Background: an optimization exercise with open tools, aiming at small area, a short achievable clock period and few clock cycles. Do not read the settings as production practice.
In this exercise RTL edits were held to simulation tests only and were not proved equivalent to the original.
No run shown here takes its clock network from TritonCTS; it comes from the design's own scripts or RTL.
The flow treats the clock pin as an ideal source. Dropping or thinning the clock tree relies on that and would not hold on a real chip.
No activity file was given, so power comes from the tool's default toggle rates.

## flow/design.v (module list and top-level ports; edited modules follow where they fit)
// module polar_encoder: 1129 lines
// module pe_ax2: 3 lines
// module pe_a2: 3 lines
// module pe_x2: 3 lines
// module pe_sw: 3 lines
module polar_encoder
(
    input  logic       clk,
    input  logic       rst_n,
    input  logic       start,
    input  logic [9:0] N,
    input  logic [7:0] K,
    input  logic       in_valid,
    input  logic       in_bit,
    output logic       in_ready,
    output logic       out_valid,
    output logic       out_bit,
    input  logic       out_ready,
    output logic       busy,
    output logic       out_last
);
  // ...
==> flow/flow/run.sh <==
#!/bin/bash
# The standard layout with two changes:
#  - plain buffers (buf_2) on the ports, instead of the delay cell that
#    buffer_ports picks by default;
#  - a two-level clock tree built by flow/cts.tcl in place of TritonCTS.
set -e
export BUFFER_PORTS_ARGS="-buffer_cell sky130_fd_sc_hd__buf_2"
bash standard.sh place > standard_place.log 2>&1
export FLOW_RES=$PWD/orfs/results/sky130hd/polar_encoder/base
mkdir -p orfs/logs/sky130hd/polar_encoder/base
openroad -no_init -exit flow/cts.tcl > cts.log 2>&1
cp cts.log orfs/logs/sky130hd/polar_encoder/base/4_1_cts.log
bash standard.sh > standard.log 2>&1
==> flow/flow/cts.tcl <==
# Clock tree for this design, in place of TritonCTS: the clock port drives
# four root clkbuf_16s, each driving the clkbuf_16s of about four of the 16
# flip-flop clusters (k-means on the flip-flops' locations). Two buffer
# levels give a lower insertion delay than TritonCTS's three.
set plat $::env(FLOW_HOME)/platforms/sky130hd
set res $::env(FLOW_RES)
read_liberty $plat/lib/sky130_fd_sc_hd__tt_025C_1v80.lib
read_db $res/3_place.odb
read_sdc $res/3_place.sdc
source $plat/setRC.tcl
source [file dirname [info script]]/mcts.tcl
mcts_build 16 sky130_fd_sc_hd__clkbuf_16 sky130_fd_sc_hd__clkbuf_16 4
set_propagated_clock [all_clocks]
detailed_placement
check_placement -verbose
estimate_parasitics -placement
report_clock_skew
report_checks -path_delay max -group_path_count 5 -format full_clock_expanded
report_check_types -max_slew -max_capacitance -violators
write_db $res/4_1_cts.odb
write_sdc -no_timestamp $res/4_cts.sdc
==> flow/flow/mcts.tcl <==
# Manual two-level clock tree: root clkbuf near the die centre driving one
# clkbuf per cluster of flip-flops (k-means on clock pin locations).
# Manual two-level clock tree: see cts.tcl.
proc mcts_build { nclus bufname rootname {nroot 1} } {
  set db [ord::get_db]
  set block [ord::get_db_block]
  set clknet [$block findNet clk]
  set sinks {}
  foreach it [$clknet getITerms] {
    set inst [$it getInst]
    set bb [$inst getBBox]
    lappend sinks [list $it [expr {([$bb xMin]+[$bb xMax])/2}] [expr {([$bb yMin]+[$bb yMax])/2}]]
  }
  set n [llength $sinks]
  # k-means init: spread along sorted order
  set sorted [lsort -real -index 1 $sinks]
  set cents {}
  for {set k 0} {$k < $nclus} {incr k} {
    set s [lindex $sorted [expr {int(($k + 0.5) * $n / $nclus)}]]
    lappend cents [list [lindex $s 1] [lindex $s 2]]
  }
  for {set iter 0} {$iter < 40} {incr iter} {
    set sx {}; set sy {}; set sc {}
    for {set k 0} {$k < $nclus} {incr k} { lappend sx 0.0; lappend sy 0.0; lappend sc 0 }
    set assign {}
    foreach s $sinks {
      set best -1; set bd 1e30
      for {set k 0} {$k < $nclus} {incr k} {
        set c [lindex $cents $k]
        set d [expr {abs([lindex $s 1]-[lindex $c 0]) + abs([lindex $s 2]-[lindex $c 1])}]
        if {$d < $bd} { set bd $d; set best $k }
      }
      lappend assign $best
      lset sx $best [expr {[lindex $sx $best] + [lindex $s 1]}]
      lset sy $best [expr {[lindex $sy $best] + [lindex $s 2]}]
      lset sc $best [expr {[lindex $sc $best] + 1}]
    }
    for {set k 0} {$k < $nclus} {incr k} {
      if {[lindex $sc $k] > 0} {
        lset cents $k [list [expr {[lindex $sx $k]/[lindex $sc $k]}] [expr {[lindex $sy $k]/[lindex $sc $k]}]]
      }
    }
  }
  set m [$db findMaster $bufname]
  set rm [$db findMaster $rootname]
  # group the cluster centres into nroot groups (k-means)
  set rc {}
  set sc [lsort -real -index 0 $cents]
  for {set r 0} {$r < $nroot} {incr r} { lappend rc [lindex $sc [expr {int(($r + 0.5) * $nclus / $nroot)}]] }
  for {set iter 0} {$iter < 30} {incr iter} {
    set rass {}
    set ax {}; set ay {}; set an {}
    for {set r 0} {$r < $nroot} {incr r} { lappend ax 0.0; lappend ay 0.0; lappend an 0 }
    foreach c $cents {
      set best 0; set bd 1e30
      for {set r 0} {$r < $nroot} {incr r} {
        set d [expr {abs([lindex $c 0]-[lindex $rc $r 0]) + abs([lindex $c 1]-[lindex $rc $r 1])}]
        if {$d < $bd} { set bd $d; set best $r }
      }
      lappend rass $best
      lset ax $best [expr {[lindex $ax $best] + [lindex $c 0]}]
      lset ay $best [expr {[lindex $ay $best] + [lindex $c 1]}]
      lset an $best [expr {[lindex $an $best] + 1}]
    }
    for {set r 0} {$r < $nroot} {incr r} {
      if {[lindex $an $r] > 0} { lset rc $r [list [expr {[lindex $ax $r]/[lindex $an $r]}] [expr {[lindex $ay $r]/[lindex $an $r]}]] }
    }
  }
  set rootnets {}
  for {set r 0} {$r < $nroot} {incr r} {
    set root [odb::dbInst_create $block $rm clkroot_buf_$r]
    $root setLocation [expr {int([lindex $rc $r 0])}] [expr {int([lindex $rc $r 1])}]
    $root setPlacementStatus PLACED
    set rn [odb::dbNet_create $block clkroot_net_$r]
    $rn setSigType CLOCK
    [$root findITerm X] connect $rn
    lappend rootnets $rn
    lappend roots $root
  }
  set leafnets {}
  for {set k 0} {$k < $nclus} {incr k} {
    set c [lindex $cents $k]
    set b [odb::dbInst_create $block $m clkleaf_buf_$k]
    $b setLocation [expr {int([lindex $c 0])}] [expr {int([lindex $c 1])}]
    $b setPlacementStatus PLACED
    set ln [odb::dbNet_create $block clkleaf_net_$k]
    $ln setSigType CLOCK
    [$b findITerm A] connect [lindex $rootnets [lindex $rass $k]]
    [$b findITerm X] connect $ln
    lappend leafnets $ln
  }
  set i 0
  foreach s $sinks {
    set it [lindex $s 0]
    $it disconnect
    $it connect [lindex $leafnets [lindex $assign $i]]
    incr i
  }
  foreach root $roots { [$root findITerm A] connect $clknet }
  global_connect
}
==> flow/standard.sh <==
#!/bin/bash
# synth_recipe.tcl (not shown) runs the flow's synth.tcl, then flattens the netlist and writes it again
# the make line also repeats each setting of config.mk as NAME=value (left out here)
make -C /OpenROAD-flow-scripts/flow DESIGN_CONFIG=/design/flow/config.mk WORK_HOME=/design/flow/orfs CLKGATE_MAP_FILE= SYNTH_SCRIPT=/design/flow/synth_recipe.tcl "${@:-finish}"
==> flow/config.mk <==
export PLATFORM = sky130hd
export DESIGN_NAME = polar_encoder
export DESIGN_NICKNAME = polar_encoder
export VERILOG_FILES = /design/flow/design.v
export SDC_FILE = /design/flow/constraint.sdc
export NUM_CORES = 8
export LEC_CHECK = 0
export CAP_MARGIN = 20
export CORE_MARGIN = 2
export CORE_UTILIZATION = 55
export CTS_BUF_LIST = sky130_fd_sc_hd__clkbuf_16
export CTS_CLUSTER_DIAMETER = 100
export CTS_CLUSTER_SIZE = 24
export PLACE_DENSITY = 0.65
export SLEW_MARGIN = 20
export SYNTH_HIERARCHICAL = 1
==> flow/constraint.sdc <==
create_clock -name core_clock -period 30.0 [get_ports {clk}]
set_input_delay 6.0000 -clock core_clock [delete_from_list [all_inputs] [get_ports {clk}]]
set_output_delay 6.0000 -clock core_clock [all_outputs]
set_load 0.01 [all_outputs]
==> results.toml, run 1 <==
[run_status]
status = "finished clean"

[synth]
async_flop_share_pct = 3.14
synthDistinctLibCells = 71
synthAdderAreaFrac_pct = 3.78

[sta]
relSlewSlack_pct = 30.7
tns_ns = 0
max_slew.worst_pin.slew_ns = 1.04

[placed_design]
dp.cells = 2209
dp_slack_ns = 22.95
port_buffers = 28

[setup_path]
rr_worst_depth = 17
cp.required_ns = 24.00
crit_family = "flip-flops"
critPathSlowestCell = "dfrtp_1"
crit_start = "in_ready_o"
start_kind = "flip-flop"
crit_type = "flip-flop to primary output"
r2r_slack_ns = 24.80
max_stage_delay_ns = 0.38
crit_cells = 1
critPathMaxFanout = 2
endpoint = "in_ready"

[cells_and_area]
fin_area_um2 = 17700
area_delta_synth_final_pct = 7.48
largest_cell_class = "multi-input gates"
reg.largest.list = "slot_q: 256 flops, c_q: 10 flops"
stdcell_count = 2229

[power_and_ir_drop]
maxPowerGroup = "registers"
peakVddDrop_uv = 35.2
p_int_uw = 583
power.total_uw = 800

[route]
wire_per_inst_um = 19.6
dr_wl_met2_um = 20700
dr.max_layer_used = "met4"
viasPerCell = 5.84

[global_route]
grt_busiest_layer = "met2"
grt_pass1_vias = 12328
antenna_found_initial = 0

[floorplanning]
dieArea_um2 = 31300
die-height_um = 177
initial_utilization_pct = 55.7
ioPinCount = 29

[hold_path]
worstHoldEndpoint = "slot_q[63]"
min-delay-start = "slot_q[63]"
Testbench counts, summed over its fixed seeds: cycles 51,710.
==> run 2, diff against run 1 <==
--- a/flow/design.v
+++ b/flow/design.v
@@ -1033,17 +1033,17 @@
             tv_q        <= 1'b0;
             su_q        <= 1'b0;
             init_q      <= 1'b0;
         end else begin
             v_q <= hs_in;
             if (!busy_q) begin
                 busy_q      <= start_acc;
                 busy_o      <= start_acc;
-                su_q        <= start_acc;
+                su_q        <= 1'b1;          
                 in_ready_q  <= 1'b0;
                 out_valid_q <= 1'b0;
                 tv_q        <= 1'b0;
             end else begin
                 if (hs_out)    tv_q <= 1'b0;
                 else if (prod) tv_q <= 1'b1;
                 init_q <= su_q & ~pha_q & (p_q == 4'd0);
                 if (k0 | (su_q & ~pha_q & (p_q == 4'd0))) su_q <= 1'b0;
@@ -1052,17 +1052,18 @@
                     in_ready_o <= 1'b1;
                 end else if (in_valid & last_tgt) begin
                     in_ready_q <= 1'b0;
                     in_ready_o <= 1'b0;
                 end
                 if (out_go | k0) begin
                     out_valid_q <= 1'b1;
                     out_valid_o <= 1'b1;
-                end else if (hs_out && out_last_q) begin
+                end
+                if (hs_out && out_last_q) begin
                     out_valid_q <= 1'b0;
                     out_valid_o <= 1'b0;
                     busy_q      <= 1'b0;
                     busy_o      <= 1'b0;
                 end
             end
         end
     end
==> results.toml, run 2 <==
[hold_path]
min_path_type = "flip-flop to flip-flop"
min-delay-start = "slot_q[255]"

[route]
viasPerCell = 5.86
wire_per_inst_um = 19.8
drc = 0
vias = 13019
first_pass_iters = 6
routed_wl_um = 44000
ant_nets = 0
drt_iter0_markers = 1132

[sta]
slew_violations = 0
rsz0062_at_grt = "no"
finClkSkew_ns = 0.0810
whs_ns = 0.481
relSlewSlack_pct = 26.3
tns_ns = 0
finalHoldViolCount = 0
fin_crit_sh_pct = 22.9
setup_viol = 0
max_freq_mhz = 146
max_slew.worst_pin.slew_ns = 1.11
min_period_ns = 6.86

[synth]
synth.most_common_cell = "nand2_1"
synthDistinctLibCells = 67
synth.area.mux_share_pct = 2.30
synth.area.top_cells = "dfxtp_1 (34%), xor2_1 (14%), a22o_1 (14%)"
synth_edf_count = 25
yosysTopAreaCell = "dfxtp_1"
syn-instance-count = 1795
synth-seq-cells = 318
synthAdderAreaFrac_pct = 3.79
synth_common_cells = "nand2_1 (348), dfxtp_1 (283), xor2_1 (264), a22o_1 (256), nor2_1 (83)"
avgSynthCellArea_um2 = 9.16
synth_xor_area_share_pct = 15.2
synth-compound-area-share_pct = 20.5
synth_top_family_by_area = "compound AO/OA/AOI/OAI gates"
synth_area_um2 = 16400
synth_ff_type = "dfxtp_1"
synthSimpleGateAreaFrac_pct = 15.4
seq_area_frac_synth_pct = 40.5
synth.top_cell.area_share_pct = 34.4
yosys_warnings = 7
async_flop_share_pct = 3.14

[cells_and_area]
nets = 1905
layout_common_cells = "nand2_1 (348), dfxtp_1 (283), xor2_1 (264), a22o_1 (256), nor2_1 (68)"
diodes = 0
reg.largest.list = "slot_q: 256 flops, c_q: 10 flops"
largest_reg_flops = 256
multi_input_area_um2 = 9530
drive_above_1_share_pct = 6.88
num-fill-cells = 2656
final_common_cell = "nand2_1"
top_register = "slot_q"
area_delta_synth_final_pct = 7.43
regArea_um2 = 6670

[power_and_ir_drop]
power_leakage_uw = 0.00723
power_density_nw_per_um2 = 44.1
power.total_uw = 780
peakVddDrop_uv = 42.1

[floorplanning]
dieWidth_um = 177
rows = 63
core_area_um2 = 29600
ioPinCount = 29
die-height_um = 177
dieArea_um2 = 31300
initial_utilization_pct = 55.6

[flow_run]
max-cap-violations = 0

[setup_path]
crit_family = "flip-flops"
crit_type = "flip-flop to primary output"
crit_buf_inv = 1
critPathSlowestCell = "dfrtp_1"
cp.required_ns = 24.00
endpoint = "out_valid"
critPathMaxFanout = 2
reg2reg_from = "c_q[7]"
max_stage_delay_ns = 0.40
crit_start = "out_valid_o"
r2r_slack_ns = 24.55
crit_cells = 1
rr_worst_depth = 20
r2r_end = "c_q[0]"
cp_cell_sequence = "buf_2"
end_kind = "primary output"
start_kind = "flip-flop"
cp.arrival_ns = 0.86

[clocking]
clk_pin_slew_ns = 0.08
insertion_delay_ns = 0.34

[placed_design]
post-dp-hpwl_um = 29500
port_buffers = 28
gp_congestion = 0.858

[run_status]
status = "finished clean"

[global_route]
grt_pass1_vias = 12337
gr-usage-all-layers_pct = 27.9
grt_overflow = 0
grt_max_degree = 106
antenna_found_initial = 0
grt_pass1_wl_um = 69600
[run 2: cell types whose count changed after synthesis, sizes merged, moves of 6 or more]
cell,before,now
nor3,24,18
nand2,340,349
o211ai,4,13
o21ai,67,57
buf,14,8
a21oi,54,45
[run 2: metal layers]
metal	vias to the layer above	GRT usage [%]	wire [µm]
li1	6363	-	-
met1	6306	38.2	20300
met2	283	46.7	20300
met3	67	2.84	2040
met4	0	7.82	1400
met5	-	0	0
[run 2: worst min path at each step]
stage	cells past startpoint	slack, ns	end
after floorplan	1	0.43	out_valid_o
after global placement	1	0.45	out_valid_o
after detailed placement	1	0.46	slot_q[63]
after global routing	1	0.50	slot_q[255]
final	1	0.48	slot_q[255]
[run 2: area by class of cell]
cell class              instances  area share, %
multi-input cells            1397           53.9
inverters                      46          0.977
plain buffers                  20           2.83
flip-flops and latches        318           37.7
repair buffers                 50           1.77
well taps                     390           2.76
[run 2: cell families after synthesis]
group | after synthesis
xor+xnor | 285
simple gates | 578
other cells | 1
buf+inv | 95
compound gates | 436
flops | 318
mux | 34
fa+ha+maj | 48
[run 2: modules after synthesis (local to each module, per instance)]
module	flops+latches	copies in the design
pe_ax2	0	128
pe_sw	0	256
pe_x2	0	126
polar_encoder	318	1
pe_a2	0	31
[run 2: worst register-to-register path, stage by stage (launching register included)]
cell and delay (ns):
dfxtp_1 0.62, o21ai_0 0.16, a21boi_0 0.22, o21ai_0 0.11, nand2_1 0.10, nand2_1 0.06, nand2_1 0.09, ha_1 0.19
inv_1 0.06, fa_1 0.39, xor2_1 0.36, a21oi_1 0.12, o31ai_1 0.37, ha_1 0.32, a21oi_1 0.13, nor2b_1 0.08
a2111oi_2 0.28, a21oi_1 0.17, o41ai_4 0.91, mux2_2 0.42, o211ai_1 0.16
[run 2: power by group]
part	internal [µW]	leakage (µW)	total (µW)	switching [µW]
clock	120	0.000246	251	131
combinational	26.2	0.00433	85.4	59.2
sequential	431	0.00266	443	12.2
total	577	0.00723	780	203
[run 2: stage by stage]
stage / worst slack [ns] / area, µm² / instances / utilization (%)
finish: 23.14 / 17700 / 2221 / 59.8
global placement: 23.11 / 17200 / 2200 / 58.0
detailed placement: 23.06 / 17200 / 2200 / 58.0
floorplan: 23.30 / 16500 / 1810 / -
global route: 23.12 / 17700 / 2221 / 59.8
Testbench counts of run 2, summed over its fixed seeds: cycles 51,710.
==> run 3, diff against run 2 <==
--- a/flow/flow/cts.tcl
+++ b/flow/flow/cts.tcl
@@ -11,3 +11,3 @@
 source [file dirname [info script]]/mcts.tcl
-mcts_build 16 sky130_fd_sc_hd__clkbuf_16 sky130_fd_sc_hd__clkbuf_16 4
+mcts_build 20 sky130_fd_sc_hd__clkbuf_16 sky130_fd_sc_hd__clkbuf_16 4
 set_propagated_clock [all_clocks]
==> results.toml, run 3 <==
[synth]
synth.top_cell.area_share_pct = 34.4
synth-seq-cells = 318
synthDistinctLibCells = 67
seq_area_frac_synth_pct = 40.5
synth_common_cells = "nand2_1 (348), dfxtp_1 (283), xor2_1 (264), a22o_1 (256), nor2_1 (83)"
synth_area_um2 = 16400
avgSynthCellArea_um2 = 9.16
synth.area.top_cells = "dfxtp_1 (34%), xor2_1 (14%), a22o_1 (14%)"
syn-instance-count = 1795
synth_ff_type = "dfxtp_1"
yosysTopAreaCell = "dfxtp_1"
async_flop_share_pct = 3.14
synth.most_common_cell = "nand2_1"
yosys_warnings = 7
synth_edf_count = 25

[power_and_ir_drop]
power_leakage_uw = 0.00727
peakVddDrop_uv = 37.3
switching_power_uw = 209
power.total_uw = 808
p_int_uw = 600
swShare_pct = 25.8
pwr-share-clk_pct = 34.6
power_density_nw_per_um2 = 45.5
pwr-share-comb_pct = 10.6
seq_power_share_pct = 54.8

[clocking]
insertion_delay_ns = 0.34
clk_pin_slew_ns = 0.07

[setup_path]
max_stage_delay_ns = 0.38
crit_buf_inv = 1
cp_cell_sequence = "buf_2"
end_kind = "primary output"
start_kind = "flip-flop"
critPathSlowestCell = "dfrtp_1"
critPathMaxFanout = 2
cp.required_ns = 24.00
cp.arrival_ns = 0.86
crit_type = "flip-flop to primary output"
crit_family = "flip-flops"

[sta]
finClkSkew_ns = 0.0461
finalHoldViolCount = 0
max_slew.worst_pin.slew_ns = 1.11
rsz0062_at_grt = "no"
max_freq_mhz = 146
slew_violations = 0
setup_viol = 0
tns_ns = 0
min_period_ns = 6.86
relSlewSlack_pct = 26.0
finalWorstSetupSlack_ns = 23.14
fin_crit_sh_pct = 22.9

[route]
dr_wl_met2_um = 20300
met3_wirelength_um = 2150
dr.max_layer_used = "met4"
vias = 12987
ant_nets = 0
met1Wirelength_um = 20200
drc = 0
wire_per_inst_um = 19.8
first_pass_iters = 5
routed_wl_um = 44000
viasPerCell = 5.84
drt_iter0_markers = 1092

[floorplanning]
die-height_um = 177
ioPinCount = 29
core_area_um2 = 29600
rows = 63
dieWidth_um = 177
dieArea_um2 = 31300
initial_utilization_pct = 55.6

[cells_and_area]
largest_reg_flops = 256
layout_common_cells = "nand2_1 (348), dfxtp_1 (283), xor2_1 (264), a22o_1 (256), nor2_1 (68)"
top_register = "slot_q"
reg.largest.list = "slot_q: 256 flops, c_q: 10 flops"
area_delta_synth_final_pct = 8.01
final_common_cell = "nand2_1"
drive_above_1_share_pct = 7.03
nets = 1908

[global_route]
antenna_found_initial = 0
grt_pass1_vias = 12466
grt_pass1_wl_um = 70000
grt_overflow = 0
gr-usage-all-layers_pct = 28.0
grt_max_degree = 106

[placed_design]
post-dp-hpwl_um = 29500
gp_congestion = 0.858
port_buffers = 28
dp_slack_ns = 23.06

[run_status]
status = "finished clean"

[flow_run]
max-cap-violations = 0

[hold_path]
min_path_type = "flip-flop to flip-flop"
run 3: per-stage QoR:
step / hold slack [ns] / instance area [µm²] / cells / util (%)
2_1_floorplan: 0.434 / 16500 / 1810 / -
3_3_place_gp: 0.454 / 17200 / 2200 / 58.0
3_5_place_dp: 0.463 / 17200 / 2200 / 58.0
5_1_grt: 0.490 / 17800 / 2224 / 60.1
6_report: 0.463 / 17800 / 2225 / 60.1
run 3: worst reg2reg max path, stage by stage, from the launching register on:
cell and delay (ns):
edfxtp_1 0.58, inv_1 0.24, ha_1 0.32, or2_2 0.33
mux4_2 0.46, o2111a_1 0.24, a41oi_1 0.16, o21ai_0 0.32
fa_1 0.56, nor2b_1 0.12, o21ai_0 0.12, a21boi_0 0.35
o211ai_1 0.16, a21oi_1 0.46, a21boi_0 0.23, nand2_1 0.41
run 3: power by group through the flow:
stage / clock (µW) / sequential [µW] / combinational, µW
after floorplan: 0 / 448 / 58.5
after global placement: 0 / 453 / 83.8
after detailed placement: 0 / 453 / 84.3
after global routing: 298 / 444 / 93.8
final: 280 / 443 / 85.3
run 3: cells by family (layout without fill, tap and decap cells):
family / count (synthesis) / in the layout / share of synthesized area [%]
DFF: 318 / 318 / 40.5
muxes: 34 / 34 / 2.30
AOI/OAI and AO/OA: 436 / 436 / 20.5
buffers and inverters: 95 / 119 / 2.23
xor gates and xnor gates: 285 / 285 / 15.2
and+or+nand+nor: 578 / 578 / 15.4
adders and majority gates: 48 / 48 / 3.79
other: 1 / 17 / 0.0228
run 3: per-module statistics from Yosys (local to each module, per instance):
| module | area [µm²] | flip-flops and latches | times used |
|---|---|---|---|
| pe_x2 | 8.76 | 0 | 126 |
| pe_sw | 8.76 | 0 | 256 |
| pe_a2 | 6.26 | 0 | 31 |
| polar_encoder | 10800 | 318 | 1 |
| pe_ax2 | 16.3 | 0 | 128 |
run 3: path summary, 6_finish.rpt:
check	startpoint	endpoint	slack (ns)	cells after the start
max	out_valid_o	out_valid	23.14	1
max in group asynchronous	rst_n	busy_q	24.24	1
min reg2reg	out_last_q	out_valid_o	0.46	1
min in group asynchronous	rst_n	out_valid_o	5.52	1
max reg2reg	j_q[1]	qj_q[6]	24.59	15
min	out_last_q	out_valid_o	0.46	1
run 3: final cells by class:
cell class / count / area, µm²
Buffer: 24 / 601
Antenna cell: 1 / 2.50
Multi-Input combinational cell: 1397 / 9540
Fill cell: 2673 / 11800
Tap cell: 390 / 488
Sequential cell: 318 / 6670
Timing Repair Buffer: 49 / 298
Inverter: 46 / 173
run 3: routing by layer:
metal	global-route usage, %	up-vias
met5	0	-
met4	7.75	0
met3	3.11	64
met2	46.7	291
met1	38.3	6269
li1	-	6363

==> re-timing with driven ports <==
In the flow no input, the clock included, has a driving cell. The finished layouts below were timed again as built, in two steps. Step 1 assumes that a clkbuf_16 drives the clock port and a buf_2 every other input. Step 2 moves the port delays by t, midway between the first and last clock arrival at a register: inputs arrive t later, outputs are due t later. That takes back most of the time a late clock gives input paths. Slacks: ideal / step 1 / step 2; pairs: ideal / step 1.
run | t, ns | slack for setup (ns) | hold WS [ns] | worst setup path after step 2 | worst slew at a driven data input, ns
run 1 | 0.411 | 23.164 / 23.073 / 22.963 | 0.482 / 0.482 / 0.482 | input to register | 0.05
run 2 | 0.418 | 23.141 / 23.023 / 23.066 | 0.481 / 0.481 / 0.481 | input to register | 0.04
run 3 | 0.423 | 23.144 / 23.034 / 23.040 | 0.463 / 0.463 / 0.463 | input to register | 0.04
After both steps every run listed still meets setup and hold. For run 1, which loses most, drivers alone change the setup slack by -0.091 ns; drivers and shift together by -0.201 ns.
